This design comes from an exercise in tuning for a short achievable clock period and few clock cycles per item on the open sky130 flow, not from production work.
At most, simulation tests tie the RTL to the original design; equivalence was not proved.
Function not checked in run 4: the RTL went through the layout flow alone.
Power is estimated from default activity; no workload was simulated.

==> flow/design.v (outline; a module is shown in full before it is edited, if it fits) <==
// module mm_systolic_array: 1563 lines
// module mm_operand_feeder: 85 lines
// module mm_cmd_decode: 117 lines
// module mm_out_bit: 9 lines
// module mm_result_drain: 65 lines
// module mm_top: 79 lines
module mm_top (
    input  logic         clk_buf,
    input  logic         sys_reset,
    input  logic         cmd_valid,
    input  logic [(4 * 8)-1:0] cmd_word,
    output logic         cmd_credit,
    output logic         res_valid,
    output mm_data_pkg::mm_acc_t      res_data,
    input  logic         res_credit,
    output logic         busy,
    output logic         done
);
  // ...
==> flow/flow/run.sh <==
#!/bin/bash
set -euo pipefail
here=$(cd "$(dirname "$0")" && pwd)
MARGIN=$(cat "$here/margin.txt" 2>/dev/null || echo 7.5)
extra="SETUP_SLACK_MARGIN=${MARGIN} TNS_END_PERCENT=100 MATCH_CELL_FOOTPRINT=0"
if [[ -f "$here/cts_args.txt" ]]; then
  extra="$extra CTS_ARGS='$(tr '\n' ' ' < "$here/cts_args.txt")'"
fi
python3 - "$extra" <<'PY'
import sys
s = open('standard.sh').read()
key = ' "${@:-finish}"'
assert key in s
s = s.replace(key, ' ' + sys.argv[1] + key)
open('standard_knobs.sh', 'w').write(s)
PY
bash standard_knobs.sh > make_flow.log 2>&1
==> flow/standard.sh <==
#!/bin/bash
# synth_recipe.tcl (not shown) runs the flow's synth.tcl, then flattens the netlist and writes it again
# the make line also repeats each setting of config.mk as NAME=value (left out here)
make -C /OpenROAD-flow-scripts/flow DESIGN_CONFIG=/design/flow/config.mk WORK_HOME=/design/flow/orfs CLKGATE_MAP_FILE= SYNTH_SCRIPT=/design/flow/synth_recipe.tcl "${@:-finish}"
==> flow/config.mk <==
export PLATFORM = sky130hd
export DESIGN_NAME = mm_top
export DESIGN_NICKNAME = mm_top
export VERILOG_FILES = /design/flow/design.v
export SDC_FILE = /design/flow/constraint.sdc
export NUM_CORES = 4
export LEC_CHECK = 0
export ABC_CLOCK_PERIOD_IN_PS = 2500
export CAP_MARGIN = 20
export CORE_MARGIN = 2
export CORE_UTILIZATION = 80
export CTS_CLUSTER_DIAMETER = 60
export CTS_CLUSTER_SIZE = 16
export PLACE_DENSITY = 0.85
export SLEW_MARGIN = 20
export SYNTH_HIERARCHICAL = 1
==> flow/constraint.sdc <==
create_clock -name core_clock -period 10.5 [get_ports {clk_buf}]
set_input_delay 2.1000 -clock core_clock [delete_from_list [all_inputs] [get_ports {clk_buf}]]
set_output_delay 2.1000 -clock core_clock [all_outputs]
set_load 0.01 [all_outputs]
==> impl_results.md, run 1 <==
* Io pins at 72
* Commonest non-fill, non-tap cell in the layout: edfxtp_1
* Clock network power at 3.54 mW
* Seq pwr at 9.04 mW
* DP Cell Count at 4,522
* RSZ-0062 raised after global routing: true
* DPL Wire Length at 79,500 um
* FMAX at 0.310 GHz
* Status: finished clean
* Post-Syn Nets at 3,917
* Synth top area cells: edfxtp_1 (41%), dfrtp_1 (13%), dfxtp_1 (11%)
* Mapped Cells at 3,600
* Clk pwr share at 15.6%
* Plain + repair buffers at 179
* Final setup TNS at 0 ns
* Arrival @ worst endpoint at 1.12 ns
* Critical path origin: u_drain.g_res[23].u_bit.q
* Power consumption at 22.7 mW
* Top Registers: u_feeder.qa: 256 flops, u_feeder.qb: 256 flops, u_drain.fifo: 144 flops
* Unique masters post-synth at 71
* Multi-input combinational area share at 29.0%
* Combinational fraction of design power at 44.6%
* TritonCTS buffer count at 95
* Wire per inst at 29.9 um
* Footprint of the multi-input gates at 17,700 um^2
Testbench counts, summed over its fixed seeds: cycles 5,265, products 320.
==> inputs of run 2 (changes only) <==
--- a/flow/config.mk
+++ b/flow/config.mk
@@ -11,4 +11,4 @@
 export CORE_UTILIZATION = 80
-export CTS_CLUSTER_DIAMETER = 60
-export CTS_CLUSTER_SIZE = 16
+export CTS_CLUSTER_DIAMETER = 80
+export CTS_CLUSTER_SIZE = 20
 export PLACE_DENSITY = 0.85
==> run 2 against run 1 <==
  * Global-route usage decreased by 1.1 points
  * Largest power group unchanged
  * Highest routed layer is now met5
  * Clock power is 13% lower
  * Count of clock-buffer cells in the layout decreased by 31
  * Fmax grew 1.1%
  * Hold slack better by 0.012 ns
  * Sequential cell count did not move
  * Clock skew is 0.030 ns lower
  * Critical endpoint is now done
  * Routed wire length decreased by 2.6%
  * Register-to-register slack got worse by 0.05 ns
  * Cell area is 1.0% lower
==> impl_results.md, run 2 <==
* Cell taking the most area after synthesis: edfxtp_1 (unchanged)
* Ys async rst share at 22.5% (unchanged)
* EDFF count, synth at 752 (unchanged)
* Most frequent cells in the layout: edfxtp_1 (752), inv_1 (319), dfrtp_1 (297), dfxtp_1 (264), o2bb2ai_1 (257) (was edfxtp_1 (752), inv_1 (319), dfrtp_1 (297), dfxtp_1 (263), o2bb2ai_1 (257))
* Post-route DRC violation count at 0 (unchanged)
* CTS Buffer Depth at 3 (unchanged)
* Post-Syn Nets at 3,917 (unchanged)
* DRC violation total after the first TritonRoute iteration at 3,997 (was 4,324)
* Register area share after synthesis at 64.7% (unchanged)
* CTS tree: built (unchanged)
* Crit path max-delay family: flip-flops (unchanged)
* Commonest cells post-synth: edfxtp_1 (752), inv_1 (322), dfrtp_1 (300), dfxtp_1 (292), o2bb2ai_1 (257) (unchanged)
* Die width at 268 um (unchanged)
* Synth Flop Type: edfxtp_1 (unchanged)
* Routed vias at 32,177 (was 32,877)
* Max stage delay on crit path at 0.33 ns (about the same)
* Reg area at 36,100 um^2 (about the same)
* FF-to-FF path depth at 5 (unchanged)
* CTS Hold Bufs at 0 (unchanged)
* Fin crit share at 30.3% (was 30.7%)
* Vias in the first global route at 33,866 (was 34,576)
* Post-DRT Antenna Nets at 0 (unchanged)
* Worst path bufs/invs at 1 (unchanged)
* Final hold vios at 0 (unchanged)
* Critical Path Fanout Max at 1 (unchanged)
* Die Ht at 268 um (unchanged)
* Arrival @ worst endpoint at 1.09 ns (was 1.12 ns)
* WL final at 138,000 um (was 142,000 um)
* Wire per inst at 29.3 um (was 29.9 um)
* Critical path endpoint: done (was res_data[23])
* Root buf cell: clkbuf_16 (unchanged)
* Fin. max-slew vios at 0 (unchanged)
* Clock sinks at 1,347 (unchanged)
* Global Route Usage Sum at 38.8% (was 39.9%)
* Nets at 4,030 (was 4,046)
* Fin util at 87.8% (was 88.7%)
* Worst-margin pin slew at 1.26 ns (was 1.22 ns)
* Cell Area, Synth at 55,600 um^2 (unchanged)
* Mapped Cells at 3,600 (unchanged)
* Status: finished clean (unchanged)
* Reg2reg end: u_feeder.op_a[29] (was u_feeder.op_b[7])
* Max-Cap Viols at 0 (unchanged)
* Peak supply drop at 0.584 mV (was 0.571 mV)
* Max_slew headroom at 15.8% (was 17.3%)
* Largest net degree at the start of global routing at 77 (unchanged)
* Synth top area cells: edfxtp_1 (41%), dfrtp_1 (13%), dfxtp_1 (11%) (unchanged)
* Leakage at 23.7 nW (was 24.0 nW)
* Yosys top cell area share at 40.6% (unchanged)
* Io pins at 72 (unchanged)
* H-tree depth at 3 (unchanged)
* Type of the worst min-delay path: reg2reg (unchanged)
* Top Registers: u_feeder.qa: 256 flops, u_feeder.qb: 256 flops, u_drain.fifo: 144 flops (unchanged)
* Total grt overflow at 0 (unchanged)
* Fraction of layout cells with a size suffix above 1 at 13.3% (was 14.0%)
* Levels on crit path at 1 (unchanged)
* Ys Warns at 14 (unchanged)
* Vias/cell at 6.84 (was 6.94)
* TritonCTS buffer count at 77 (was 95)
* FILL cells at 2,876 (was 2,726)
* Initial antenna violation count at 3 (was 2)
* Critical path startpoint category: flip-flop (unchanged)
* Area Overhead vs Synth at 8.42% (was 9.52%)
* Final setup fails at 0 (unchanged)
* Initial core utilization at 81.0% (unchanged)
* Drt pass-1 iters at 8 (was 7)
* Critical path origin: u_done_out.q (was u_drain.g_res[23].u_bit.q)
* Clock latency (worst-skew pair) at 0.65 ns (was 0.69 ns)
* Footprint of the multi-input gates at 17,700 um^2 (about the same)
* Setup slack, reg-to-reg at 7.49 ns (was 7.54 ns)
* RSZ-0062 raised after global routing: true (unchanged)
* Core area at 68,700 um^2 (unchanged)
* Most common cell in the netlist: edfxtp_1 (unchanged)
* Port-buffer cells at 71 (unchanged)
* Skew final at 0.0266 ns (was 0.0567 ns)
* Unique masters post-synth at 71 (unchanged)
* RR Startpoint: u_feeder.rp (unchanged)
* FP Rows at 96 (unchanged)
* Min Tclk post-route at 3.19 ns (was 3.22 ns)
* Setup CP Type: reg2out (unchanged)
* Commonest non-fill, non-tap cell in the layout: edfxtp_1 (unchanged)
* Cell area power density at 367 nW/um^2 (was 373 nW/um^2)
* #FFs+latches synth at 1,347 (unchanged)
* DPL Wire Length at 79,500 um (unchanged)
* Synth Area per Inst at 15.4 um^2 (unchanged)
* CTS clk-pin slew, worst paths at 0.08 ns (was 0.07 ns)
* RD Place Congestion at 0.854 (unchanged)
* Final setup TNS at 0 ns (unchanged)
* Worst path slowest cell: dfxtp_2 (unchanged)
* FMAX at 0.314 GHz (was 0.310 GHz)
* Worst-path cell chain: buf_6 (unchanged)
* CP Capture Type: primary output (unchanged)
* First-pass GRT wire length at 203,000 um (was 208,000 um)
* Critical Path RT at 8.40 ns (about the same)
* Number of diodes at 0 (unchanged)
* Die area at 71,600 um^2 (unchanged)
run 2: cell types whose count changed in the layout (fill, tap and decap cells not counted), moves of 3 or more:
cell,previous run,this run
clkinv_2,3,0
dfxtp_4,4,1
clkbuf_16,106,90
buf_4,69,72
clkbuf_8,4,1
clkbuf_1,67,55
run 2: how the worst min path moves through the flow:
| stage | start | to | slack, ns | cells past startpoint |
|---|---|---|---|---|
| 3_3_place_gp | u_systolic.r1_536 | u_systolic.r2_856 | 0.31 | 0 |
| 3_5_place_dp | u_systolic.v[1] | u_systolic.v[2] | 0.34 | 0 |
| 6_report | u_systolic.r1_536 | u_systolic.r2_856 | 0.36 | 0 |
| 5_1_grt | u_systolic.v[1] | u_systolic.v[2] | 0.36 | 0 |
| 2_1_floorplan | u_systolic.r1_536 | u_systolic.r2_856 | 0.31 | 0 |
| 4_1_cts | u_systolic.v[1] | u_systolic.v[2] | 0.35 | 0 |
run 2: cell families (layout without fill, tap and decap cells):
group           Yosys count  after routing  share of synthesized area, %
compound gates          584            585                          8.83
mux                     432            432                          8.67
simple gates            456            459                          4.08
fa+ha+maj               281            281                          9.37
xor+xnor                 27             27                         0.425
flops                  1347           1347                          64.7
buf+inv                 473            640                          3.88
run 2: per-layer routing:
layer,vias to the layer above,wire length [um],track usage (%)
met1,16393,47400,49.0
met3,443,14300,6.84
met4,4,6820,21.5
met5,-,95,0.832
li1,13152,-,-
met2,2185,69300,64.6
run 2: worst reg2reg max path: stages, from the launching register on:
cell       delay (ns)
dfrtp_4          0.79
buf_6            0.68
clkbuf_16        0.61
mux2i_1          0.24
a22o_1           0.30
o31ai_2          0.30
run 2: layout make-up:
cell class                 count  area share, %
clock inverter                 3         0.0394
inverter                     322           2.01
timing repair buffer         181           3.28
clock buffer                 134           3.62
tap                          931           1.93
sequential                  1347           59.8
multi-input combinational   1784           29.3
run 2: Yosys stat by module (local to each module, per instance):
module,cell area (um^2),flops+latches,cells,times used
mm_result_drain,6530,160,406,1
mm_top,13.8,0,1,1
mm_cmd_decode,14700,397,892,1
mm_operand_feeder,22700,592,1232,1
mm_systolic_array,11000,162,1033,1
mm_out_bit,20.0,1,1,36
run 2: what timing repair did:
action,in CTS,in global routing
cloned,12,8
gates resized for setup,186,32
pin swaps,2,1
setup endpoints to repair,960,660
buffers inserted,12,10
run 2: power breakdown:
part	switching, mW	leakage [nW]	internal, mW
Clock	1.67	1.05	1.43
Sequential	1.30	13.3	7.73
Combinational	5.86	9.33	4.17
Total	8.83	23.7	13.3
run 2: metrics by stage:
stage	power (mW)	instance area (um^2)	worst slack (ns)	instances	hold slack (ns)
2_1_floorplan	15.0	55700	4.72	3600	0.310
3_3_place_gp	17.9	57200	5.59	4518	0.312
6_report	22.1	60300	7.31	4702	0.359
4_1_cts	21.9	59900	7.29	4683	0.353
5_1_grt	23.4	60300	7.30	4702	0.363
3_5_place_dp	18.6	57300	5.42	4522	0.336
==> inputs of run 3 (changes only) <==
--- a/flow/config.mk
+++ b/flow/config.mk
@@ -7,3 +7,3 @@
 export LEC_CHECK = 0
-export ABC_CLOCK_PERIOD_IN_PS = 2500
+export ABC_CLOCK_PERIOD_IN_PS = 1500
 export CAP_MARGIN = 20
==> run 3 against run 2 <==
  * Still clean on timing, DRC and antenna
  * Hold slack did not move
  * Cell area is the same
  * Sequential share of layout area unchanged
  * Critical path type unchanged
  * Largest power group unchanged
==> impl_results.md, run 3 <==
* Status: finished clean (unchanged)
* Leakage at 23.7 nW (unchanged)
* Peak supply drop at 0.584 mV (unchanged)
* Critical Path RT at 8.40 ns (about the same)
* TritonCTS buffer count at 77 (unchanged)
* Area Overhead vs Synth at 8.42% (unchanged)
* Initial antenna violation count at 3 (unchanged)
* Global Route Usage Sum at 38.8% (unchanged)
* DP Cell Count at 4,522 (unchanged)
* DRC violation total after the first TritonRoute iteration at 3,997 (unchanged)
* CTS tree: built (unchanged)
* Crit path max-delay family: flip-flops (unchanged)
* RSZ-0062 raised after global routing: true (unchanged)
* Fin. max-slew vios at 0 (unchanged)
* Synth top area cells: edfxtp_1 (41%), dfrtp_1 (13%), dfxtp_1 (11%) (unchanged)
* #FFs+latches synth at 1,347 (unchanged)
* Most frequent cells in the layout: edfxtp_1 (752), inv_1 (319), dfrtp_1 (297), dfxtp_1 (264), o2bb2ai_1 (257) (unchanged)
* Setup CP Type: reg2out (unchanged)
* CTS Hold Bufs at 0 (unchanged)
* Total grt overflow at 0 (unchanged)
* RD Place Congestion at 0.854 (unchanged)
* Ys async rst share at 22.5% (unchanged)
* Vias in the first global route at 33,866 (unchanged)
* Type of the worst min-delay path: reg2reg (unchanged)
* Ys Warns at 14 (unchanged)
* Max_slew headroom at 15.8% (unchanged)
* Synth Area per Inst at 15.4 um^2 (unchanged)
* Largest net degree at the start of global routing at 77 (unchanged)
* Core area at 68,700 um^2 (unchanged)
* Vias/cell at 6.84 (unchanged)
* WL final at 138,000 um (unchanged)
* Mapped Cells at 3,600 (unchanged)
* Arrival @ worst endpoint at 1.09 ns (about the same)
* Die Ht at 268 um (unchanged)
* Worst path slowest cell: dfxtp_2 (unchanged)
* Drt pass-1 iters at 8 (unchanged)
* Min Tclk post-route at 3.19 ns (unchanged)
* Post-Layout Cell Count at 4,702 (unchanged)
* Final setup fails at 0 (unchanged)
* CP Capture Type: primary output (unchanged)
* Fin crit share at 30.3% (unchanged)
* Worst path bufs/invs at 1 (unchanged)
* Max stage delay on crit path at 0.33 ns (about the same)
* Root buf cell: clkbuf_16 (unchanged)
* EDFF count, synth at 752 (unchanged)
* Post-route DRC violation count at 0 (unchanged)
* Die width at 268 um (unchanged)
* Worst-path cell chain: buf_6 (unchanged)
* Worst-margin pin slew at 1.26 ns (unchanged)
* Cell area power density at 367 nW/um^2 (unchanged)
* H-tree depth at 3 (unchanged)
* Clock latency (worst-skew pair) at 0.65 ns (about the same)
* Post-DRT Antenna Nets at 0 (unchanged)
* Cell taking the most area after synthesis: edfxtp_1 (unchanged)
* DPL Wire Length at 79,500 um (unchanged)
* Top Registers: u_feeder.qa: 256 flops, u_feeder.qb: 256 flops, u_drain.fifo: 144 flops (unchanged)
* Final hold vios at 0 (unchanged)
* Commonest non-fill, non-tap cell in the layout: edfxtp_1 (unchanged)
* Number of diodes at 0 (unchanged)
* Die area at 71,600 um^2 (unchanged)
* Port-buffer cells at 71 (unchanged)
* Yosys top cell area share at 40.6% (unchanged)
* Cell Area, Synth at 55,600 um^2 (unchanged)
* Most common cell in the netlist: edfxtp_1 (unchanged)
* Skew final at 0.0266 ns (unchanged)
* Unique masters post-synth at 71 (unchanged)
* FP Rows at 96 (unchanged)
* Routed vias at 32,177 (unchanged)
* Max-Cap Viols at 0 (unchanged)
* Nets at 4,030 (unchanged)
* FMAX at 0.314 GHz (unchanged)
* Critical path startpoint category: flip-flop (unchanged)
* First-pass GRT wire length at 203,000 um (unchanged)
* Post-Syn Nets at 3,917 (unchanged)
* Synth Flop Type: edfxtp_1 (unchanged)
* Final setup TNS at 0 ns (unchanged)
* Fraction of layout cells with a size suffix above 1 at 13.3% (unchanged)
* CTS Buffer Depth at 3 (unchanged)
* Clock sinks at 1,347 (unchanged)
* Register area share after synthesis at 64.7% (unchanged)
* Io pins at 72 (unchanged)
* Wire per inst at 29.3 um (unchanged)
* Initial core utilization at 81.0% (unchanged)
* Setup slack, reg-to-reg at 7.49 ns (about the same)
* Critical Path Fanout Max at 1 (unchanged)
* Commonest cells post-synth: edfxtp_1 (752), inv_1 (322), dfrtp_1 (300), dfxtp_1 (292), o2bb2ai_1 (257) (unchanged)
* CTS clk-pin slew, worst paths at 0.08 ns (about the same)
==> run 3: cell families (layout without fill, tap and decap cells) <==
logic type	count (synthesis)	after routing	share of synthesized area [%]
XOR/XNOR	27	27	0.425
AO/OA/AOI/OAI	584	585	8.83
buffers and inverters	473	640	3.88
multiplexers	432	432	8.67
AND/OR/NAND/NOR	456	459	4.08
flip-flops	1347	1347	64.7
adder cells (fa/ha/maj)	281	281	9.37
==> run 3: report_power, final <==
group          switching, mW  leakage, nW  internal [mW]
Clock                   1.67         1.05           1.43
Sequential              1.30         13.3           7.73
Combinational           5.86         9.33           4.17
==> run 3: path summary, 6_finish.rpt <==
check	start	end	cells after the start
worst max register to register	u_feeder.rp	u_feeder.op_a[29]	5
max in group asynchronous	sys_reset	u_cmd_decode.a_rows[111]	5
worst max-delay path	u_done_out.q	done	1
worst min register to register	u_systolic.r1_536	u_systolic.r2_856	0
worst min-delay path	u_systolic.r1_536	u_systolic.r2_856	0
min in group asynchronous	sys_reset	u_systolic.v[1]	2
==> run 3: through the flow <==
step / power [mW] / setup slack [ns] / hold WS, ns / utilization (%) / area [um^2]
2_1_floorplan: 15.0 / 4.72 / 0.310 / - / 55700
3_3_place_gp: 17.9 / 5.59 / 0.312 / 83.3 / 57200
3_5_place_dp: 18.6 / 5.42 / 0.336 / 83.4 / 57300
4_1_cts: 21.9 / 7.29 / 0.353 / 87.2 / 59900
5_1_grt: 23.4 / 7.30 / 0.363 / 87.8 / 60300
6_report: 22.1 / 7.31 / 0.359 / 87.8 / 60300
==> run 3: modules after synthesis (local to each module, per instance) <==
module | copies in the design | cell area (um^2) | cells inside | flip-flops and latches
mm_cmd_decode | 1 | 14700 | 892 | 397
mm_operand_feeder | 1 | 22700 | 1232 | 592
mm_out_bit | 36 | 20.0 | 1 | 1
mm_result_drain | 1 | 6530 | 406 | 160
mm_systolic_array | 1 | 11000 | 1033 | 162
mm_top | 1 | 13.8 | 1 | 0
==> run 3: final cells by class <==
| cell class | instances | area (um^2) |
|---|---|---|
| clock inverters | 3 | 23.8 |
| well taps | 931 | 1160 |
| repair buffers | 181 | 1980 |
| multi-input cells | 1784 | 17700 |
| inverters | 322 | 1210 |
| flip-flops and latches | 1347 | 36100 |
| clock buffers | 134 | 2180 |
| fillers | 2876 | 8400 |
==> run 3: layer usage <==
layer	track usage [%]	wire length, um
met4	21.5	6820
met3	6.84	14300
met5	0.832	95
met2	64.6	69300
met1	49.0	47400
==> run 3: repair_timing <==
item	CTS	global route
pin swaps	2	1
gates cloned	12	8
setup buffers	12	10
resized for setup	186	32
endpoints found under the hold margin	0	0
endpoints found under the setup margin	960	660
==> module mm_operand_feeder, before the edit <==
module mm_operand_feeder (
    input  logic       clk_buf,
    input  logic       sys_reset,
    input  logic       run_start,
    input  logic [4*(4 * 8)-1:0] a_rows,
    input  logic [4*(4 * 8)-1:0] b_rows,
    input  logic       send,            
    output logic       q_full,
    output logic       active,          
    output logic       op_v,
    output mm_data_pkg::mm_row_t op_a,   
    output mm_data_pkg::mm_row_t op_b    
);
    localparam int DIM   = 4;
    localparam int W     = (4 * 8);
    localparam int EW    = 8;
    localparam int Q     = 2;
    localparam int QP_W  = (Q > 1) ? $clog2(Q) : 1;
    localparam int QC_W  = $clog2(Q + 1);
    localparam int D     = 8;
    localparam int PD_W  = $clog2(D + 1);
    logic [DIM*W-1:0] qa [Q];
    logic [DIM*W-1:0] qb [Q];
    logic [QP_W-1:0]  wp, rp;
    logic [QC_W-1:0]  occ, occ_next;
    logic             occ_nz;
    logic [3:0]       n;
    logic             issue, last, byp;
    logic [PD_W-1:0]  pend, pend_next;
    logic             can_issue;
    logic [DIM*W-1:0] head_a, head_b;
    function automatic logic [QP_W-1:0] qinc(input logic [QP_W-1:0] p);
        qinc = (p == QP_W'(Q - 1)) ? '0 : p + 1'b1;
    endfunction
    assign byp       = run_start && !occ_nz && can_issue;
    assign issue     = (occ_nz && can_issue) || byp;
    assign last      = occ_nz && can_issue && (n == 4'd15);
    assign occ_next  = occ + QC_W'(run_start) - QC_W'(last);
    assign pend_next = pend + PD_W'(issue) - PD_W'(send);
    assign active    = occ_nz || (pend != '0) || run_start;
    always_ff @(posedge clk_buf) begin
        if (run_start) begin
            qa[wp] <= a_rows;
            qb[wp] <= b_rows;
        end
    end
    assign head_a = qa[rp];
    assign head_b = qb[rp];
    always_ff @(posedge clk_buf or posedge sys_reset) begin
        if (sys_reset) begin
            wp        <= '0;
            rp        <= '0;
            occ       <= '0;
            occ_nz    <= 1'b0;
            q_full    <= 1'b0;
            n         <= '0;
            pend      <= '0;
            can_issue <= 1'b1;
            op_v      <= 1'b0;
        end else begin
            if (run_start) wp <= qinc(wp);
            if (last)      rp <= qinc(rp);
            if (issue)     n  <= byp ? 4'd1 : n + 1'b1;
            occ       <= occ_next;
            occ_nz    <= (occ_next != '0);
            q_full    <= (occ_next == QC_W'(Q));
            pend      <= pend_next;
            can_issue <= (pend_next < PD_W'(D));
            op_v      <= issue;
        end
    end
    always_ff @(posedge clk_buf) begin
        if (byp) begin
            op_a <= a_rows[W-1:0];
            for (int k = 0; k < DIM; k++) begin
                op_b[k*EW +: EW] <= b_rows[k*W +: EW];
            end
        end else begin
            op_a <= head_a[n[3:2]*W +: W];
            for (int k = 0; k < DIM; k++) begin
                op_b[k*EW +: EW] <= head_b[k*W + n[1:0]*EW +: EW];
            end
        end
    end
endmodule
==> module mm_cmd_decode, before the edit <==
module mm_cmd_decode (
    input  logic         clk_buf,
    input  logic         sys_reset,
    input  logic         cmd_valid,
    input  logic [(4 * 8)-1:0] cmd_word,
    output logic         cmd_credit,
    input  logic         q_full,         
    output logic         run_start,      
    output logic         started,        
    output logic [4*(4 * 8)-1:0] a_rows,
    output logic [4*(4 * 8)-1:0] b_rows
);
    localparam int DIM  = 4;
    localparam int W    = (4 * 8);
    localparam int SKID = 3;
    logic            in_v;
    logic [W-1:0]    in_w;
    logic [W-1:0]    skid   [SKID];
    logic [SKID-1:0] skid_v;              
    logic [SKID-1:0] kept_v;              
    logic            src_v;
    logic [W-1:0]    src_w;
    logic            src_start;
    logic            take;
    logic            push, pop;
    logic            owe1_q, owe2_q;      
    logic            owe1, owe2;
    logic            early;               
    logic            give;
    logic            credit_q;            
    logic            expect_data;
    logic            sel_b;
    logic [1:0]      row;
    always_ff @(posedge clk_buf or posedge sys_reset) begin
        if (sys_reset) in_v <= 1'b0;
        else           in_v <= cmd_valid;
    end
    always_ff @(posedge clk_buf) begin
        in_w <= cmd_word;
    end
    assign src_v     = skid_v[0] || in_v;
    assign src_w     = skid_v[0] ? skid[0] : in_w;
    assign src_start = !expect_data && (src_w[1:0] == mm_cmd_pkg::OP_START);
    assign take      = src_v && !(src_start && q_full);
    assign run_start = take && src_start;
    assign pop  = skid_v[0] && take;
    assign push = in_v && (skid_v[0] || !take);
    assign kept_v = pop ? {1'b0, skid_v[SKID-1:1]} : skid_v;
    always_ff @(posedge clk_buf) begin
        for (int i = 0; i < SKID; i++) begin
            if (push && !kept_v[i] && (i == 0 || kept_v[i - 1])) begin
                skid[i] <= in_w;
            end else if (pop && i < SKID - 1) begin
                skid[i] <= skid[i + 1];
            end
        end
    end
    always_ff @(posedge clk_buf or posedge sys_reset) begin
        if (sys_reset) begin
            skid_v <= '0;
        end else begin
            for (int i = 0; i < SKID; i++) begin
                skid_v[i] <= kept_v[i] || (push && (i == 0 || kept_v[i - 1]));
            end
        end
    end
    always_comb begin
        case ({in_v, credit_q})
            2'b10:   begin owe1 = 1'b1;             owe2 = owe1_q; end
            2'b01:   begin owe1 = owe2_q;           owe2 = 1'b0;   end
            default: begin owe1 = owe1_q;           owe2 = owe2_q; end
        endcase
    end
    assign give = (!early || take) && (cmd_valid || owe1);
    always_ff @(posedge clk_buf or posedge sys_reset) begin
        if (sys_reset) begin
            owe1_q     <= 1'b0;
            owe2_q     <= 1'b0;
            early      <= 1'b0;
            credit_q   <= 1'b0;
        end else begin
            owe1_q     <= owe1;
            owe2_q     <= owe2;
            early      <= (early == take) ? give : early;
            credit_q   <= give;
        end
    end
    mm_out_bit u_credit_out (
        .clk_buf   (clk_buf),
        .d         (give),
        .q         (cmd_credit)
    );
    always_ff @(posedge clk_buf or posedge sys_reset) begin
        if (sys_reset) begin
            expect_data <= 1'b0;
            sel_b       <= 1'b0;
            row         <= '0;
            started     <= 1'b0;
            a_rows      <= '0;
            b_rows      <= '0;
        end else begin
            if (run_start) started <= 1'b1;
            if (take) begin
                if (expect_data) begin
                    expect_data <= 1'b0;
                    if (sel_b) b_rows[row*W +: W] <= src_w;
                    else       a_rows[row*W +: W] <= src_w;
                end else if (src_w[1:0] == mm_cmd_pkg::OP_LOAD_A ||
                             src_w[1:0] == mm_cmd_pkg::OP_LOAD_B) begin
                    expect_data <= 1'b1;
                    sel_b       <= (src_w[1:0] == mm_cmd_pkg::OP_LOAD_B);
                    row         <= src_w[3:2];
                end
            end
        end
    end
endmodule
==> module mm_top, before the edit <==
module mm_top (
    input  logic         clk_buf,
    input  logic         sys_reset,
    input  logic         cmd_valid,
    input  logic [(4 * 8)-1:0] cmd_word,
    output logic         cmd_credit,
    output logic         res_valid,
    output mm_data_pkg::mm_acc_t      res_data,
    input  logic         res_credit,
    output logic         busy,
    output logic         done
);
    logic                            q_full;
    logic                            run_start;
    logic                            started;
    logic [4*(4 * 8)-1:0]    a_rows;
    logic [4*(4 * 8)-1:0]    b_rows;
    logic                            send;
    logic                            active;
    logic                            op_v;
    mm_data_pkg::mm_row_t            op_a;
    mm_data_pkg::mm_row_t            op_b;
    logic                            dot_v;
    logic signed [17:0]              dot;
    mm_cmd_decode u_cmd_decode (
        .clk_buf    (clk_buf),
        .sys_reset  (sys_reset),
        .cmd_valid  (cmd_valid),
        .cmd_word   (cmd_word),
        .cmd_credit (cmd_credit),
        .q_full     (q_full),
        .run_start  (run_start),
        .started    (started),
        .a_rows     (a_rows),
        .b_rows     (b_rows)
    );
    mm_operand_feeder u_feeder (
        .clk_buf   (clk_buf),
        .sys_reset (sys_reset),
        .run_start (run_start),
        .a_rows    (a_rows),
        .b_rows    (b_rows),
        .send      (send),
        .q_full    (q_full),
        .active    (active),
        .op_v      (op_v),
        .op_a      (op_a),
        .op_b      (op_b)
    );
    mm_systolic_array u_systolic (
        .clk_buf   (clk_buf),
        .sys_reset (sys_reset),
        .op_v      (op_v),
        .op_a      (op_a),
        .op_b      (op_b),
        .dot_v     (dot_v),
        .dot       (dot)
    );
    mm_result_drain u_drain (
        .clk_buf    (clk_buf),
        .sys_reset  (sys_reset),
        .dot_v      (dot_v),
        .dot        (dot),
        .res_valid  (res_valid),
        .res_data   (res_data),
        .res_credit (res_credit),
        .send       (send)
    );
    mm_out_bit u_busy_out (
        .clk_buf (clk_buf),
        .d       (active),
        .q       (busy)
    );
    mm_out_bit u_done_out (
        .clk_buf (clk_buf),
        .d       (started && !active),
        .q       (done)
    );
endmodule
==> inputs of run 4 (changes only) <==
--- a/flow/design.v
+++ b/flow/design.v
@@ -1591,2 +1591,6 @@
     input  logic       run_start,
+    input  logic       next_start,      
+    input  logic [4-1:0] in_row_a,  
+    input  logic [4-1:0] in_row_b,
+    input  logic [(4 * 8)-1:0] in_word,
     input  logic [4*(4 * 8)-1:0] a_rows,
@@ -1614,3 +1618,6 @@
     logic [3:0]       n;
-    logic             issue, last, byp;
+    logic             issue, last, byp, pbyp;
+    logic [W-1:0]     head_row_a [Q];
+    logic [W-1:0]     head_col_b [Q];
+    logic [W-1:0]     buf_row_a, buf_col_b, new_row_a, new_col_b;
     logic [PD_W-1:0]  pend, pend_next;
@@ -1621,4 +1628,5 @@
     endfunction
+    assign pbyp      = next_start && !occ_nz && can_issue;
     assign byp       = run_start && !occ_nz && can_issue;
-    assign issue     = (occ_nz && can_issue) || byp;
+    assign issue     = (occ_nz && can_issue) || byp || pbyp;
     assign last      = occ_nz && can_issue && (n == 4'd15);
@@ -1649,3 +1657,3 @@
             if (last)      rp <= qinc(rp);
-            if (issue)     n  <= byp ? 4'd1 : n + 1'b1;
+            if (issue)     n  <= n + 1'b1;
             occ       <= occ_next;
@@ -1658,13 +1666,28 @@
     end
-    always_ff @(posedge clk_buf) begin
-        if (byp) begin
-            op_a <= a_rows[W-1:0];
+    always_comb begin
+        for (int q = 0; q < Q; q++) begin
+            head_row_a[q] = qa[q][n[3:2]*W +: W];
             for (int k = 0; k < DIM; k++) begin
-                op_b[k*EW +: EW] <= b_rows[k*W +: EW];
+                head_col_b[q][k*EW +: EW] = qb[q][k*W + n[1:0]*EW +: EW];
             end
+        end
+        buf_row_a = a_rows[W-1:0];
+        for (int k = 0; k < DIM; k++) begin
+            buf_col_b[k*EW +: EW] = b_rows[k*W + n[1:0]*EW +: EW];
+        end
+        new_row_a = in_row_a[0] ? in_word : a_rows[W-1:0];
+        for (int k = 0; k < DIM; k++) begin
+            new_col_b[k*EW +: EW] = in_row_b[k] ? in_word[EW-1:0] : b_rows[k*W +: EW];
+        end
+    end
+    always_ff @(posedge clk_buf) begin
+        if (occ_nz) begin
+            op_a <= head_row_a[rp];
+            op_b <= head_col_b[rp];
+        end else if (run_start) begin
+            op_a <= buf_row_a;
+            op_b <= buf_col_b;
         end else begin
-            op_a <= head_a[n[3:2]*W +: W];
-            for (int k = 0; k < DIM; k++) begin
-                op_b[k*EW +: EW] <= head_b[k*W + n[1:0]*EW +: EW];
-            end
+            op_a <= new_row_a;
+            op_b <= new_col_b;
         end
@@ -1681,2 +1704,6 @@
     output logic         run_start,      
+    output logic         next_start,     
+    output logic [4-1:0] in_row_a,    
+    output logic [4-1:0] in_row_b,    
+    output logic [(4 * 8)-1:0] in_word,
     output logic         started,        
@@ -1718,2 +1745,16 @@
     assign run_start = take && src_start;
+    logic expect_after;
+    assign expect_after = in_v ? (!expect_data && (in_w[1:0] == mm_cmd_pkg::OP_LOAD_A ||
+                                                   in_w[1:0] == mm_cmd_pkg::OP_LOAD_B))
+                               : expect_data;
+    assign next_start = cmd_valid && (cmd_word[1:0] == mm_cmd_pkg::OP_START) &&
+                        !skid_v[0] && !expect_after &&
+                        !(in_v && !expect_data && (in_w[1:0] == mm_cmd_pkg::OP_START));
+    always_comb begin
+        for (int k = 0; k < DIM; k++) begin
+            in_row_a[k] = in_v && expect_data && !sel_b && (row == 2'(k));
+            in_row_b[k] = in_v && expect_data &&  sel_b && (row == 2'(k));
+        end
+    end
+    assign in_word = in_w;
     assign pop  = skid_v[0] && take;
@@ -1880,2 +1921,6 @@
     logic                            run_start;
+    logic                            next_start;
+    logic [4-1:0]              in_row_a;
+    logic [4-1:0]              in_row_b;
+    logic [(4 * 8)-1:0]            in_word;
     logic                            started;
@@ -1898,2 +1943,6 @@
         .run_start  (run_start),
+        .next_start (next_start),
+        .in_row_a   (in_row_a),
+        .in_row_b   (in_row_b),
+        .in_word    (in_word),
         .started    (started),
@@ -1906,2 +1955,6 @@
         .run_start (run_start),
+        .next_start(next_start),
+        .in_row_a  (in_row_a),
+        .in_row_b  (in_row_b),
+        .in_word   (in_word),
         .a_rows    (a_rows),
--- a/flow/config.mk
+++ b/flow/config.mk
@@ -7,3 +7,3 @@
 export LEC_CHECK = 0
-export ABC_CLOCK_PERIOD_IN_PS = 1500
+export ABC_CLOCK_PERIOD_IN_PS = 2500
 export CAP_MARGIN = 20
==> run 4 against run 3 <==
  * Final cell count is 2.0% lower
  * Largest power group is now registers
  * Critical endpoint is now u_feeder.pend[1]
  * Clock skew is 0.012 ns higher
  * Worst setup slack worse by 0.048 ns
  * Count of clock-buffer cells in the layout unchanged
  * Hold slack worse by 0.015 ns
  * Utilization is 0.066 points lower
==> impl_results.md, run 4 <==
* Die Ht at 270 um (was 268 um)
* Die area at 72,700 um^2 (was 71,600 um^2)
* Final WS setup at 7.27 ns (was 7.31 ns)
* Area Overhead vs Synth at 8.63% (was 8.42%)
* Setup CP Type: in2reg (was reg2out)
* Dpl cell area at 58,100 um^2 (was 57,300 um^2)
* Io pins at 72 (unchanged)
* Skew final at 0.0386 ns (was 0.0266 ns)
* Power consumption at 18.3 mW (was 22.1 mW)
* Peak supply drop at 0.327 mV (was 0.584 mV)
* Synth Area per Inst at 16.1 um^2 (was 15.4 um^2)
* DP Cell Count at 4,424 (was 4,522)
* DPL Wire Length at 86,000 um (was 79,500 um)
* Max_slew headroom at 12.5% (was 15.8%)
* H-tree depth at 3 (unchanged)
* Most frequent CP cell: inv_2
* Fraction of layout cells with a size suffix above 1 at 15.6% (was 13.3%)
* Post-Syn Nets at 3,820 (was 3,917)
* Critical Path RT at 11.07 ns (was 8.40 ns)
* Nets at 3,925 (was 4,030)
* DRC violation total after the first TritonRoute iteration at 4,292 (was 3,997)
* Commonest non-fill, non-tap cell in the layout: edfxtp_1 (unchanged)
* CTS Hold Bufs at 0 (unchanged)
* First-pass GRT wire length at 212,000 um (was 203,000 um)
* FILL cells at 2,847 (was 2,876)
* Critical path startpoint category: primary input (was flip-flop)
* Wire per inst at 31.5 um (was 29.3 um)
* Fin util at 87.7% (was 87.8%)
* Status: finished clean (unchanged)
* Initial antenna violation count at 6 (was 3)
* Final hold slack at 0.344 ns (was 0.359 ns)
* Post-Layout Cell Count at 4,610 (was 4,702)
* Leakage at 23.2 nW (was 23.7 nW)
* WL final at 145,000 um (was 138,000 um)
* Global Route Usage Sum at 39.9% (was 38.8%)
* Max stage delay on crit path at 0.53 ns (was 0.33 ns)
* Min Tclk post-route at 3.23 ns (was 3.19 ns)
* Clock sinks at 1,347 (unchanged)
* Ys Warns at 16 (was 14)
* Final hold vios at 0 (unchanged)
* Clock latency (worst-skew pair) at 0.67 ns (was 0.65 ns)
* Vias/cell at 7.05 (was 6.84)
* Post-place setup slack at 5.68 ns (was 5.42 ns)
* CP Capture Type: flip-flop (was primary output)
* Most frequent cells in the layout: edfxtp_1 (752), inv_1 (316), dfrtp_1 (292), dfxtp_1 (262), o2bb2ai_1 (257) (was edfxtp_1 (752), inv_1 (319), dfrtp_1 (297), dfxtp_1 (264), o2bb2ai_1 (257))
* Worst path slowest cell: fa_2 (was dfxtp_2)
* Top Registers: u_feeder.qa: 256 flops, u_feeder.qb: 256 flops, u_drain.fifo: 144 flops (unchanged)
* Final setup fails at 0 (unchanged)
* FMAX at 0.309 GHz (was 0.314 GHz)
* Cell Area, Synth at 56,400 um^2 (was 55,600 um^2)
* RD Place Congestion at 0.886 (was 0.854)
* Vias in the first global route at 34,124 (was 33,866)
* CTS tree: built (unchanged)
* Worst-path cell chain: buf_6 -> and4b_2 -> o31ai_4 -> a21oi_4 -> o31a_1 -> ha_2 -> inv_2 -> fa_2 -> inv_2 (was buf_6)
* Core area at 69,900 um^2 (was 68,700 um^2)
* Die width at 270 um (was 268 um)
* RSZ-0062 raised after global routing: true (unchanged)
* FP Rows at 97 (was 96)
* Fin crit share at 30.8% (was 30.3%)
* CTS Buffer Depth at 3 (unchanged)
* Fin. max-slew vios at 0 (unchanged)
* Post-route DRC violation count at 0 (unchanged)
* CTS clk-pin slew, worst paths at 0.08 ns (about the same)
* Worst-margin pin slew at 1.28 ns (was 1.26 ns)
* Type of the worst min-delay path: reg2reg (unchanged)
* Total grt overflow at 0 (unchanged)
* Critical Path Fanout Max at 2 (was 1)
* Root buf cell: clkbuf_16 (unchanged)
* Routed vias at 32,490 (was 32,177)
* Final setup TNS at 0 ns (unchanged)
* Max-Cap Viols at 0 (unchanged)
* Drt pass-1 iters at 6 (was 8)
* Port-buffer cells at 71 (unchanged)
* Mapped Cells at 3,502 (was 3,600)
* Post-DRT Antenna Nets at 0 (unchanged)
* TritonCTS buffer count at 77 (unchanged)
* Cell area power density at 299 nW/um^2 (was 367 nW/um^2)
* Largest net degree at the start of global routing at 92 (was 77)
* Arrival @ worst endpoint at 3.81 ns (was 1.09 ns)
* Initial core utilization at 80.7% (was 81.0%)
* Cell area after layout at 61,300 um^2 (was 60,300 um^2)
run 4: final timing paths:
check	cells past startpoint	end	slack, ns	from
hold reg to reg	0	u_systolic.r2_856	0.34	u_systolic.r1_536
hold / removal	0	u_systolic.r2_856	0.34	u_systolic.r1_536
setup / recovery	9	u_feeder.pend[1]	7.27	cmd_word[1]
min in group asynchronous	2	u_systolic.v[2]	1.85	sys_reset
max in group asynchronous	4	u_cmd_decode.a_rows[26]	7.69	sys_reset
setup reg to reg	12	u_feeder.qb[0][98]	7.47	u_cmd_decode.skid_v[0]
run 4: what timing repair did:
item / CTS / global route
endpoints found under the hold margin: 0 / 0
buffers inserted: 12 / 12
pin swaps: 9 / 6
gates resized for setup: 183 / 63
cloned: 9 / 10
setup endpoints to repair: 1062 / 817
run 4: critical path, delay by kind of cell:
| kind | cells | cell delay (ns) |
|---|---|---|
| buf+inv | 3 | 0.14 |
| simple gates | 1 | 0.29 |
| compound gates | 3 | 0.53 |
| fa+ha+maj | 2 | 0.75 |
run 4: layer usage:
| layer | track usage [%] | routed length (um) |
|---|---|---|
| met5 | 0 | 67 |
| met4 | 19.9 | 8510 |
| met3 | 10.2 | 17300 |
| met2 | 64.9 | 71200 |
| met1 | 50.9 | 48200 |
run 4: report_power, final:
part | total (mW) | internal (mW) | switching [mW]
clock network | 3.14 | 1.43 | 1.71
registers | 8.71 | 7.40 | 1.30
logic | 6.46 | 2.71 | 3.75
total | 18.3 | 11.5 | 6.77
run 4: cell type report:
type | instances | area, um^2 | share of cell area (%)
repair buffers | 174 | 1940 | 3.16
flip-flops and latches | 1347 | 36100 | 58.8
well taps | 940 | 1180 | 1.92
inverters | 321 | 1220 | 1.98
clock buffers | 134 | 2170 | 3.54
clock inverters | 7 | 109 | 0.178
repair inverters | 1 | 5.00 | 0.00816
multi-input cells | 1685 | 18600 | 30.4
diodes | 1 | 2.50 | 0.00408
==> inputs of run 5 (changes only) <==
--- a/flow/design.v
+++ b/flow/design.v
@@ -1618,3 +1618,3 @@
     logic [3:0]       n;
-    logic             issue, last, byp, pbyp;
+    logic             issue, last, byp, pbyp, pbyp_q;
     logic [W-1:0]     head_row_a [Q];
@@ -1633,4 +1633,4 @@
     assign occ_next  = occ + QC_W'(run_start) - QC_W'(last);
-    assign pend_next = pend + PD_W'(issue) - PD_W'(send);
-    assign active    = occ_nz || (pend != '0) || run_start;
+    assign pend_next = pend + PD_W'((occ_nz && can_issue) || byp) + PD_W'(pbyp_q) - PD_W'(send);
+    assign active    = occ_nz || (pend != '0) || run_start || pbyp_q;
     always_ff @(posedge clk_buf) begin
@@ -1653,2 +1653,3 @@
             can_issue <= 1'b1;
+            pbyp_q    <= 1'b0;
             op_v      <= 1'b0;
@@ -1662,3 +1663,4 @@
             pend      <= pend_next;
-            can_issue <= (pend_next < PD_W'(D));
+            can_issue <= (pend_next < PD_W'(D - 1));
+            pbyp_q    <= pbyp;
             op_v      <= issue;
==> run 5 against run 4 <==
  * Critical endpoint is now cmd_credit
  * Routed wire length shrank 3.8%
  * Critical path depth shrank 8
  * Clock skew is essentially flat
  * Utilization shrank 0.44 points
  * Sequential power up 5.2%
  * Count of clock-buffer cells in the layout up 2
  * Global-route usage fell by 0.77 points
  * Fmax rose by 0.95%
  * Power is 16% higher
  * Critical path type is now reg2out
  * Synthesized cell count increased by 1.3%
  * Still clean
==> impl_results.md, run 5 <==
* Fin crit share at 30.5% (was 30.8%)
* H-tree depth at 3 (unchanged)
* Most frequent cells in the layout: edfxtp_1 (752), inv_1 (317), dfrtp_1 (293), dfxtp_1 (260), o2bb2ai_1 (257) (was edfxtp_1 (752), inv_1 (316), dfrtp_1 (292), dfxtp_1 (262), o2bb2ai_1 (257))
* Wire per inst at 30.1 um (was 31.5 um)
* Global Route Usage Sum at 39.1% (was 39.9%)
* Clk pwr share at 14.8% (was 17.2%)
* Area Overhead vs Synth at 8.17% (was 8.63%)
* Critical path startpoint category: flip-flop (was primary input)
* Cell Area, Synth at 56,500 um^2 (was 56,400 um^2)
* FMAX at 0.312 GHz (was 0.309 GHz)
* Skew final at 0.0387 ns (was 0.0386 ns)
* Vias in the first global route at 33,919 (was 34,124)
* Post-Syn Nets at 3,864 (was 3,820)
* Initial core utilization at 80.7% (about the same)
* Root buf cell: clkbuf_16 (unchanged)
* DRC violation total after the first TritonRoute iteration at 3,744 (was 4,292)
* Critical path endpoint: cmd_credit (was u_feeder.pend[1])
* Commonest non-fill, non-tap cell in the layout: edfxtp_1 (unchanged)
* RSZ-0062 raised after global routing: true (unchanged)
* Cell area power density at 348 nW/um^2 (was 299 nW/um^2)
* Ys Warns at 16 (unchanged)
* Post-DRT Antenna Nets at 0 (unchanged)
* Status: finished clean (unchanged)
* Register share of total power at 43.1% (was 47.5%)
* Arrival @ worst endpoint at 1.10 ns (was 3.81 ns)
* Nets at 3,955 (was 3,925)
* Die area at 72,800 um^2 (was 72,700 um^2)
* Clock latency (worst-skew pair) at 0.67 ns (about the same)
* Leakage at 23.6 nW (was 23.2 nW)
* CTS tree: built (unchanged)
* RD Place Congestion at 0.894 (was 0.886)
* Fraction of layout cells with a size suffix above 1 at 14.4% (was 15.6%)
* Worst-margin pin slew at 1.14 ns (was 1.28 ns)
* First-pass GRT wire length at 210,000 um (was 212,000 um)
* FILL cells at 2,906 (was 2,847)
* Reg2reg end: u_feeder.op_b[16] (was u_feeder.qb[0][98])
* Max_slew headroom at 21.8% (was 12.5%)
* CTS clk-pin slew, worst paths at 0.08 ns (about the same)
* Fin. max-slew vios at 0 (unchanged)
* FF-to-FF path depth at 12 (unchanged)
* Setup slack, reg-to-reg at 7.53 ns (was 7.47 ns)
* Net Sw Frac at 38.6% (was 37.0%)
* Largest net degree at the start of global routing at 78 (was 92)
* Drt pass-1 iters at 6 (unchanged)
* Worst path bufs/invs at 1 (was 3)
* Crit path max-delay family: flip-flops (was adder cells)
* Die width at 270 um (about the same)
* Final hold slack at 0.355 ns (was 0.344 ns)
* Mapped Cells at 3,546 (was 3,502)
* Setup CP Type: reg2out (was in2reg)
* Post-route DRC violation count at 0 (unchanged)
* Io pins at 72 (unchanged)
* Initial antenna violation count at 6 (unchanged)
* WL final at 140,000 um (was 145,000 um)
* Die Ht at 270 um (about the same)
* Final hold vios at 0 (unchanged)
* Total grt overflow at 0 (unchanged)
* Combinational fraction of design power at 42.0% (was 35.3%)
* Top Registers: u_feeder.qa: 256 flops, u_feeder.qb: 256 flops, u_drain.fifo: 144 flops (unchanged)
* Vias/cell at 6.95 (was 7.05)
* Psw at 8.21 mW (was 6.77 mW)
* Max-Cap Viols at 0 (unchanged)
* Clock sinks at 1,348 (was 1,347)
* Min Tclk post-route at 3.20 ns (was 3.23 ns)
* Core area at 70,000 um^2 (was 69,900 um^2)
* CP Capture Type: primary output (was flip-flop)
* Levels on crit path at 1 (was 9)
* RR Startpoint: u_cmd_decode.skid_v[0] (unchanged)
* Routed vias at 32,253 (was 32,490)
* TritonCTS buffer count at 77 (unchanged)
* FP Rows at 97 (unchanged)
* Critical path origin: u_cmd_decode.u_credit_out.q (was cmd_word[1])
* Critical Path Fanout Max at 1 (was 2)
* Critical Path RT at 8.40 ns (was 11.07 ns)
* DPL Wire Length at 83,400 um (was 86,000 um)
* DP Cell Count at 4,458 (was 4,424)
* Peak supply drop at 0.436 mV (was 0.327 mV)
* Worst path slowest cell: dfxtp_2 (was fa_2)
* Final setup fails at 0 (unchanged)
* Type of the worst min-delay path: reg2reg (unchanged)
* Internal power at 13.0 mW (was 11.5 mW)
* Post-Layout Cell Count at 4,640 (was 4,610)
* Final setup TNS at 0 ns (unchanged)
* CTS Buffer Depth at 3 (unchanged)
* Synth Area per Inst at 15.9 um^2 (was 16.1 um^2)
* Max stage delay on crit path at 0.33 ns (was 0.53 ns)
* Worst-path cell chain: buf_6 (was buf_6 -> and4b_2 -> o31ai_4 -> a21oi_4 -> o31a_1 -> ha_2 -> inv_2 -> fa_2 -> inv_2)
* Port-buffer cells at 71 (unchanged)
-- run 5: worst min path at each step --
stage / slack [ns] / end / from / cells after the start
floorplan: 0.31 / u_systolic.r2_856 / u_systolic.r1_536 / 0
global placement: 0.31 / u_systolic.r2_856 / u_systolic.r1_536 / 0
detailed placement: 0.31 / u_systolic.r2_856 / u_systolic.r1_536 / 0
CTS: 0.35 / u_systolic.r2_856 / u_systolic.r1_536 / 0
global route: 0.36 / u_systolic.r2_856 / u_systolic.r1_536 / 0
finish: 0.36 / u_systolic.r2_856 / u_systolic.r1_536 / 0
-- run 5: timing repair --
action                                  CTS  global route
hold buffers                              0             0
gates cloned                             13             2
pin swaps                                 3             3
endpoints found under the setup margin  943           198
buffers inserted                         18             7
resized for setup                       191            40
-- run 5: per-layer routing --
layer / wire [um] / global-route usage [%] / up-vias
met5: 31 / 0 / -
met4: 7320 / 18.4 / 4
met3: 15100 / 9.61 / 519
met2: 70200 / 64.4 / 2098
met1: 47200 / 50.0 / 16579
li1: - / - / 13053
-- run 5: layout make-up --
cell class / count / area [um^2] / share of cell area [%]
clock buffers: 136 / 2240 / 3.67
flip-flops and latches: 1348 / 36100 / 59.1
diodes: 1 / 2.50 / 0.00410
clock inverters: 5 / 51.3 / 0.0840
inverters: 320 / 1200 / 1.97
well taps: 940 / 1180 / 1.92
multi-input cells: 1722 / 18600 / 30.4
repair buffers: 168 / 1770 / 2.89
-- run 5: metrics by stage --
stage                     power (mW)  worst slack (ns)  instance area, um^2  util [%]
after floorplan                 14.7              4.62                56600         -
after global placement          17.2              5.63                58000      82.9
after detailed placement        17.9              5.41                58000      82.9
after CTS                       21.1              7.28                60800      86.8
after global routing            22.6              7.28                61100      87.3
final                           21.2              7.30                61100      87.3
-- run 5: power groups by stage --
stage	logic, mW	clock network, mW	registers [mW]
6_report	8.93	3.15	9.16
2_1_floorplan	6.33	0	8.41
4_1_cts	8.85	3.14	9.09
5_1_grt	10.0	3.33	9.27
3_3_place_gp	8.16	0	9.03
3_5_place_dp	8.72	0	9.16
Testbench counts of run 5, summed over its fixed seeds: cycles 5,257, products 320.
==> inputs of run 6 (changes only) <==
--- a/flow/config.mk
+++ b/flow/config.mk
@@ -11,4 +11,4 @@
 export CORE_UTILIZATION = 80
-export CTS_CLUSTER_DIAMETER = 80
-export CTS_CLUSTER_SIZE = 20
+export CTS_CLUSTER_DIAMETER = 100
+export CTS_CLUSTER_SIZE = 24
 export PLACE_DENSITY = 0.85
==> run 6 against run 5 <==
  * Clock skew fell by 0.014 ns
  * Sequential power barely moved
  * Critical path depth did not move
  * Die area did not move
  * Synthesized cell count did not move
  * Register-to-register slack got worse by 0.04 ns
  * Non-clock buffer count fell by 1
  * Routed wire length fell by 2.7%
  * Critical endpoint is now res_data[31]
==> impl_results.md, run 6 <==
* Status: finished clean (unchanged)
* Vias/cell at 6.93 (was 6.95)
* CTS clk-pin slew, worst paths at 0.09 ns (was 0.08 ns)
* Max-Cap Viols at 0 (unchanged)
* Max_slew headroom at 20.9% (was 21.8%)
* Critical path startpoint category: flip-flop (unchanged)
* FF-to-FF path depth at 12 (unchanged)
* First-pass GRT wire length at 206,000 um (was 210,000 um)
* Core area at 70,000 um^2 (unchanged)
* CTS Hold Bufs at 0 (unchanged)
* Critical Path RT at 8.40 ns (about the same)
* Nets at 3,942 (was 3,955)
* Final setup TNS at 0 ns (unchanged)
* Die area at 72,800 um^2 (unchanged)
* Top Registers: u_feeder.qa: 256 flops, u_feeder.qb: 256 flops, u_drain.fifo: 144 flops (unchanged)
* Clk pwr share at 13.7% (was 14.8%)
* Ys Warns at 16 (unchanged)
* CP Capture Type: primary output (unchanged)
* Crit path max-delay family: flip-flops (unchanged)
* WHS Endpoint: u_systolic.r2_856 (unchanged)
* FP Rows at 97 (unchanged)
* TritonCTS buffer count at 66 (was 77)
* RD Place Congestion at 0.894 (unchanged)
* Drt pass-1 iters at 6 (unchanged)
* DRC violation total after the first TritonRoute iteration at 3,717 (was 3,744)
* Initial core utilization at 80.7% (unchanged)
* Io pins at 72 (unchanged)
* WL final at 136,000 um (was 140,000 um)
* Reg2reg end: u_feeder.can_issue (was u_feeder.op_b[16])
* Type of the worst min-delay path: reg2reg (unchanged)
* Cell Area, Synth at 56,500 um^2 (unchanged)
* Post-DRT Antenna Nets at 0 (unchanged)
* Initial antenna violation count at 3 (was 6)
* Setup slack, reg-to-reg at 7.49 ns (was 7.53 ns)
* Worst-margin pin slew at 1.15 ns (was 1.14 ns)
* Die width at 270 um (unchanged)
* Skew final at 0.0245 ns (was 0.0387 ns)
* Min Tclk post-route at 3.18 ns (was 3.20 ns)
* Port-buffer cells at 71 (unchanged)
* Synth Area per Inst at 15.9 um^2 (unchanged)
* Cell area power density at 345 nW/um^2 (was 348 nW/um^2)
* Leakage at 23.4 nW (was 23.6 nW)
* Vias in the first global route at 33,901 (was 33,919)
* Net Sw Frac at 38.7% (was 38.6%)
* Clock sinks at 1,348 (unchanged)
* Most frequent cells in the layout: edfxtp_1 (752), inv_1 (318), dfrtp_1 (293), dfxtp_1 (258), o2bb2ai_1 (257) (was edfxtp_1 (752), inv_1 (317), dfrtp_1 (293), dfxtp_1 (260), o2bb2ai_1 (257))
* Power consumption at 20.9 mW (was 21.2 mW)
* Hold depth at 0 (unchanged)
* Fraction of layout cells with a size suffix above 1 at 14.0% (was 14.4%)
* Arrival @ worst endpoint at 1.08 ns (was 1.10 ns)
* Max stage delay on crit path at 0.35 ns (was 0.33 ns)
* Final setup fails at 0 (unchanged)
* Mapped Cells at 3,546 (unchanged)
* Fin. max-slew vios at 0 (unchanged)
* H-tree depth at 3 (unchanged)
* Psw at 8.10 mW (was 8.21 mW)
* DPL Wire Length at 83,400 um (unchanged)
* Number of diodes at 0 (was 1)
* Internal power at 12.8 mW (was 13.0 mW)
* Commonest non-fill, non-tap cell in the layout: edfxtp_1 (unchanged)
* Routed vias at 31,958 (was 32,253)
* Worst-path cell chain: buf_6 (unchanged)
* Root buf cell: clkbuf_16 (unchanged)
* Largest net degree at the start of global routing at 93 (was 78)
* Fin crit share at 30.3% (was 30.5%)
* Register share of total power at 43.7% (was 43.1%)
* CTS tree: built (unchanged)
* Post-route DRC violation count at 0 (unchanged)
* Worst path slowest cell: dfxtp_2 (unchanged)
* Combinational fraction of design power at 42.6% (was 42.0%)
* Final hold vios at 0 (unchanged)
* Area Overhead vs Synth at 7.30% (was 8.17%)
* Setup CP Type: reg2out (unchanged)
* Die Ht at 270 um (unchanged)
* Peak supply drop at 0.442 mV (was 0.436 mV)
* RR Startpoint: u_cmd_decode.skid_v[0] (unchanged)
* Worst Hold Launch: u_systolic.r1_536 (unchanged)
* Worst path bufs/invs at 1 (unchanged)
* CTS Buffer Depth at 3 (unchanged)
* Critical Path Fanout Max at 1 (unchanged)
* Total grt overflow at 0 (unchanged)
* Global Route Usage Sum at 38.2% (was 39.1%)
* Post-Syn Nets at 3,864 (unchanged)
* RSZ-0062 raised after global routing: true (unchanged)
* Clock latency (worst-skew pair) at 0.64 ns (was 0.67 ns)
* Wire per inst at 29.5 um (was 30.1 um)
* FMAX at 0.314 GHz (was 0.312 GHz)
-- run 6: worst max-delay path by stage --
stage	startpoint	end	slack, ns	cells past startpoint
final	u_drain.g_res[31].u_bit.q	res_data[31]	7.32	1
after global routing	u_done_out.q	done	7.29	1
after CTS	u_done_out.q	done	7.28	1
after detailed placement	u_cmd_decode.skid_v[0]	u_feeder.qa[1][111]	5.41	8
after global placement	u_cmd_decode.skid_v[0]	u_feeder.qb[1][36]	5.63	8
after floorplan	u_cmd_decode.skid_v[0]	u_feeder.qa[0][0]	4.62	9
-- run 6: cell type report --
class | instances | area (um^2)
Fill cell | 3011 | 9410
Clock inverter | 3 | 37.5
Inverter | 320 | 1200
Timing Repair Buffer | 167 | 1670
Tap cell | 940 | 1180
Clock buffer | 114 | 1900
Sequential cell | 1348 | 36100
Multi-Input combinational cell | 1721 | 18500
-- run 6: per-layer routing --
metal  track usage [%]  share of wire [%]
met3              7.80                9.9
met5                 0              0.014
met4              17.6                4.4
met2              63.1                 51
met1              49.9                 35
-- run 6: stage by stage --
stage	hold slack, ns	instance area (um^2)	utilization [%]	setup WS, ns	std cells
6_report	0.332	60600	86.6	7.32	4613
5_1_grt	0.338	60600	86.6	7.29	4613
4_1_cts	0.334	60400	86.2	7.28	4603
3_5_place_dp	0.313	58000	82.9	5.41	4458
3_3_place_gp	0.312	58000	82.9	5.63	4458
2_1_floorplan	0.310	56600	-	4.62	3546
-- run 6: power groups by stage --
stage / Combinational (mW) / Sequential [mW] / Clock [mW]
6_report: 8.92 / 9.13 / 2.87
5_1_grt: 10.0 / 9.25 / 3.04
4_1_cts: 8.87 / 9.08 / 2.86
3_5_place_dp: 8.72 / 9.16 / 0
3_3_place_gp: 8.16 / 9.03 / 0
2_1_floorplan: 6.33 / 8.41 / 0
-- run 6: what timing repair did --
item	4_1_cts	5_1_grt
gates cloned	9	1
pin swaps	3	0
setup endpoints to repair	941	331
buffers inserted	19	9
gates resized for setup	195	28
==> module mm_out_bit, before the edit <==
module mm_out_bit (
    input  logic clk_buf,
    input  logic d,
    output logic q
);
    always_ff @(posedge clk_buf) begin
        q <= d;
    end
endmodule
==> module mm_result_drain, before the edit <==
module mm_result_drain (
    input  logic                 clk_buf,
    input  logic                 sys_reset,
    input  logic                 dot_v,
    input  logic signed [17:0]   dot,
    output logic                 res_valid,
    output mm_data_pkg::mm_acc_t res_data,
    input  logic                 res_credit,
    output logic                 send
);
    localparam int D      = 8;
    localparam int P_W    = $clog2(D);
    localparam int C_W    = $clog2(D + 1);
    localparam int CRED_W = $clog2(4 + 1);
    logic signed [17:0] fifo [D];
    logic [P_W-1:0]     fwp, frp;
    logic [C_W-1:0]     fcnt, fcnt_next;
    logic               f_ne;
    logic               wr, rd;
    logic               cr_q;
    logic [CRED_W-1:0]  credits, credits_next;
    logic               cred_nz;
    mm_data_pkg::mm_acc_t res_next;
    assign send         = (f_ne || dot_v) && cred_nz;
    assign rd           = f_ne && cred_nz;
    assign wr           = dot_v && (f_ne || !cred_nz);
    assign fcnt_next    = fcnt + C_W'(wr) - C_W'(rd);
    assign credits_next = credits - CRED_W'(send) + CRED_W'(cr_q);
    always_ff @(posedge clk_buf) begin
        if (wr) fifo[fwp] <= dot;
    end
    assign res_next = mm_data_pkg::mm_acc_t'(f_ne ? fifo[frp] : dot);
    mm_out_bit u_valid_out (
        .clk_buf (clk_buf),
        .d       (send),
        .q       (res_valid)
    );
    genvar b;
    for (b = 0; b < 32; b++) begin : g_res
        mm_out_bit u_bit (
            .clk_buf (clk_buf),
            .d       (res_next[b]),
            .q       (res_data[b])
        );
    end
    always_ff @(posedge clk_buf or posedge sys_reset) begin
        if (sys_reset) begin
            fwp       <= '0;
            frp       <= '0;
            fcnt      <= '0;
            f_ne      <= 1'b0;
            cr_q      <= 1'b0;
            credits   <= CRED_W'(4);
            cred_nz   <= 1'b1;
        end else begin
            if (wr) fwp <= fwp + 1'b1;
            if (rd) frp <= frp + 1'b1;
            fcnt      <= fcnt_next;
            f_ne      <= (fcnt_next != '0);
            cr_q      <= res_credit;
            credits   <= credits_next;
            cred_nz   <= (credits_next != '0);
        end
    end
endmodule
==> inputs of run 7 (changes only) <==
--- a/flow/design.v
+++ b/flow/design.v
@@ -1805,2 +1805,3 @@
         .clk_buf   (clk_buf),
+        .sys_reset (sys_reset),
         .d         (give),
@@ -1835,2 +1836,3 @@
     input  logic clk_buf,
+    input  logic sys_reset,
     input  logic d,
@@ -1838,4 +1840,5 @@
 );
-    always_ff @(posedge clk_buf) begin
-        q <= d;
+    always_ff @(posedge clk_buf or posedge sys_reset) begin
+        if (sys_reset) q <= 1'b0;
+        else           q <= d;
     end
@@ -1876,3 +1879,4 @@
     mm_out_bit u_valid_out (
-        .clk_buf (clk_buf),
+        .clk_buf   (clk_buf),
+        .sys_reset (sys_reset),
         .d       (send),
@@ -1882,3 +1886,3 @@
     for (b = 0; b < 32; b++) begin : g_res
-        mm_out_bit u_bit (
+        mm_res_bit u_bit (
             .clk_buf (clk_buf),
@@ -1908,2 +1912,11 @@
 endmodule
+module mm_res_bit (
+    input  logic clk_buf,
+    input  logic d,
+    output logic q
+);
+    always_ff @(posedge clk_buf) begin
+        q <= d;
+    end
+endmodule
 `timescale 1ns/1ns
@@ -1990,3 +2003,4 @@
     mm_out_bit u_busy_out (
-        .clk_buf (clk_buf),
+        .clk_buf   (clk_buf),
+        .sys_reset (sys_reset),
         .d       (active),
@@ -1995,3 +2009,4 @@
     mm_out_bit u_done_out (
-        .clk_buf (clk_buf),
+        .clk_buf   (clk_buf),
+        .sys_reset (sys_reset),
         .d       (started && !active),
==> run 7 against run 6 <==
  * Still clean on timing, DRC and antenna
  * Worst setup slack worse by 0.090 ns
  * Utilization up 0.20 points
  * Critical path depth unchanged
  * Largest cell class unchanged
  * Highest routed layer unchanged
==> impl_results.md, run 7 <==
* Status: finished clean (unchanged)
* Worst-margin pin slew at 1.18 ns (was 1.15 ns)
* Commonest non-fill, non-tap cell in the layout: edfxtp_1 (unchanged)
* WHS Endpoint: u_systolic.r2_856 (unchanged)
* Routed vias at 32,015 (was 31,958)
* Synth Area per Inst at 15.9 um^2 (about the same)
* Fin. max-slew vios at 0 (unchanged)
* Fin crit share at 31.2% (was 30.3%)
* Ys Warns at 17 (was 16)
* Hold depth at 0 (unchanged)
* Critical Path Fanout Max at 1 (unchanged)
* Max_slew headroom at 19.2% (was 20.9%)
* Final setup fails at 0 (unchanged)
* Most frequent cells in the layout: edfxtp_1 (752), inv_1 (321), dfrtp_1 (297), dfxtp_1 (263), o2bb2ai_1 (257) (was edfxtp_1 (752), inv_1 (318), dfrtp_1 (293), dfxtp_1 (258), o2bb2ai_1 (257))
* GR Layer Usage met2 at 62.6% (was 63.1%)
* FP Rows at 97 (unchanged)
* TritonCTS buffer count at 66 (unchanged)
* H-tree depth at 3 (unchanged)
* Nets at 3,933 (was 3,942)
* Clock sinks at 1,348 (unchanged)
* Fraction of layout cells with a size suffix above 1 at 13.6% (was 14.0%)
* Mapped Cells at 3,550 (was 3,546)
* Power consumption at 21.1 mW (was 20.9 mW)
* CP Capture Type: primary output (unchanged)
* Worst path bufs/invs at 1 (unchanged)
* Post-Syn Nets at 3,868 (was 3,864)
* WL final at 139,000 um (was 136,000 um)
* Net Sw Frac at 39.0% (was 38.7%)
* CTS tree: built (unchanged)
* Drt pass-1 iters at 6 (unchanged)
* Worst path slowest cell: dfrtp_1 (was dfxtp_2)
* Root buf cell: clkbuf_16 (unchanged)
* Cell Area, Synth at 56,500 um^2 (about the same)
* Number of diodes at 0 (unchanged)
* Type of the worst min-delay path: reg2reg (unchanged)
* Vias in the first global route at 33,804 (was 33,901)
* Crit path max-delay family: flip-flops (unchanged)
* Global Route Usage Sum at 38.2% (about the same)
* GRT met3 Usage at 8.45% (was 7.80%)
* Clock latency (worst-skew pair) at 0.65 ns (was 0.64 ns)
* Io pins at 72 (unchanged)
* Arrival @ worst endpoint at 1.17 ns (was 1.08 ns)
* Skew final at 0.0254 ns (was 0.0245 ns)
* Clk pwr share at 13.8% (was 13.7%)
* Most used routing layer in global routing: met2 (unchanged)
* Die Ht at 270 um (about the same)
* FILL cells at 2,960 (was 3,011)
* Leakage at 23.5 nW (was 23.4 nW)
* Top Registers: u_feeder.qa: 256 flops, u_feeder.qb: 256 flops, u_drain.fifo: 144 flops (unchanged)
* DRC violation total after the first TritonRoute iteration at 3,728 (was 3,717)
* Post-route DRC violation count at 0 (unchanged)
* Final hold vios at 0 (unchanged)
* RR Startpoint: u_feeder.op_a[2] (was u_cmd_decode.skid_v[0])
* Min Tclk post-route at 3.27 ns (was 3.18 ns)
* Port-buffer cells at 71 (unchanged)
* DPL Wire Length at 82,200 um (was 83,400 um)
* Setup CP Type: reg2out (unchanged)
* Max-Cap Viols at 0 (unchanged)
* Peak supply drop at 0.491 mV (was 0.442 mV)
* CTS clk-pin slew, worst paths at 0.09 ns (about the same)
* Post-DRT Antenna Nets at 0 (unchanged)
* Wire per inst at 30.2 um (was 29.5 um)
* Footprint of the multi-input gates at 18,500 um^2 (about the same)
* Critical path startpoint category: flip-flop (unchanged)
* Largest net degree at the start of global routing at 100 (was 93)
* Combinational fraction of design power at 42.8% (was 42.6%)
* Die width at 270 um (about the same)
* Initial core utilization at 80.7% (about the same)
* Grt met1 use at 49.8% (was 49.9%)
* RSZ-0062 raised after global routing: true (unchanged)
* Vias/cell at 6.95 (was 6.93)
==> run 7: area by class of cell <==
class / instances / area share, %
Sequential cell: 1348 / 59.4
Multi-Input combinational cell: 1719 / 30.5
Clock buffer: 115 / 3.16
Timing Repair Buffer: 156 / 2.84
Inverter: 324 / 2.01
Tap cell: 940 / 1.94
Clock inverter: 4 / 0.126
==> run 7: per-layer routing <==
layer / vias up / share of wire [%]
met4: 2 / 4.8
met2: 2104 / 51
met3: 471 / 10
li1: 12972 / -
met1: 16466 / 34
met5: - / 0.0093
==> run 7: power groups by stage <==
stage	logic (mW)	registers, mW	clock network (mW)
after floorplan	6.33	8.41	0
after global placement	8.17	9.02	0
after detailed placement	8.68	9.15	0
after CTS	8.91	9.08	2.90
after global routing	10.1	9.27	3.09
final	9.03	9.16	2.91
==> run 7: worst max path at each step <==
stage	startpoint	end	slack (ns)	cells past startpoint
after floorplan	u_cmd_decode.skid_v[0]	u_feeder.qa[0][0]	4.62	9
after global placement	u_cmd_decode.skid_v[0]	u_feeder.qa[1][115]	5.58	8
after detailed placement	u_cmd_decode.skid_v[0]	u_feeder.qa[1][115]	5.37	8
after CTS	u_busy_out.q	busy	7.20	1
after global routing	u_done_out.q	done	7.18	1
final	u_busy_out.q	busy	7.23	1
==> run 7: timing repair <==
action	CTS	global route
buffers inserted	11	1
gates resized for setup	180	33
pin swaps	2	0
endpoints found under the setup margin	1027	340
cloned	8	7
endpoints found under the hold margin	0	0
==> run 7: metrics by stage <==
| step | instances | utilization [%] | hold WS (ns) | setup WS, ns | instance area [um^2] |
|---|---|---|---|---|---|
| after CTS | 4598 | 86.3 | 0.333 | 7.20 | 60400 |
| after global routing | 4606 | 86.8 | 0.342 | 7.18 | 60800 |
| final | 4606 | 86.8 | 0.333 | 7.23 | 60800 |
| after global placement | 4460 | 82.9 | 0.311 | 5.58 | 58100 |
| after detailed placement | 4460 | 83.0 | 0.312 | 5.37 | 58100 |
| after floorplan | 3550 | - | 0.310 | 4.62 | 56600 |
Testbench counts of run 7, summed over its fixed seeds: cycles 5,257, products 320.
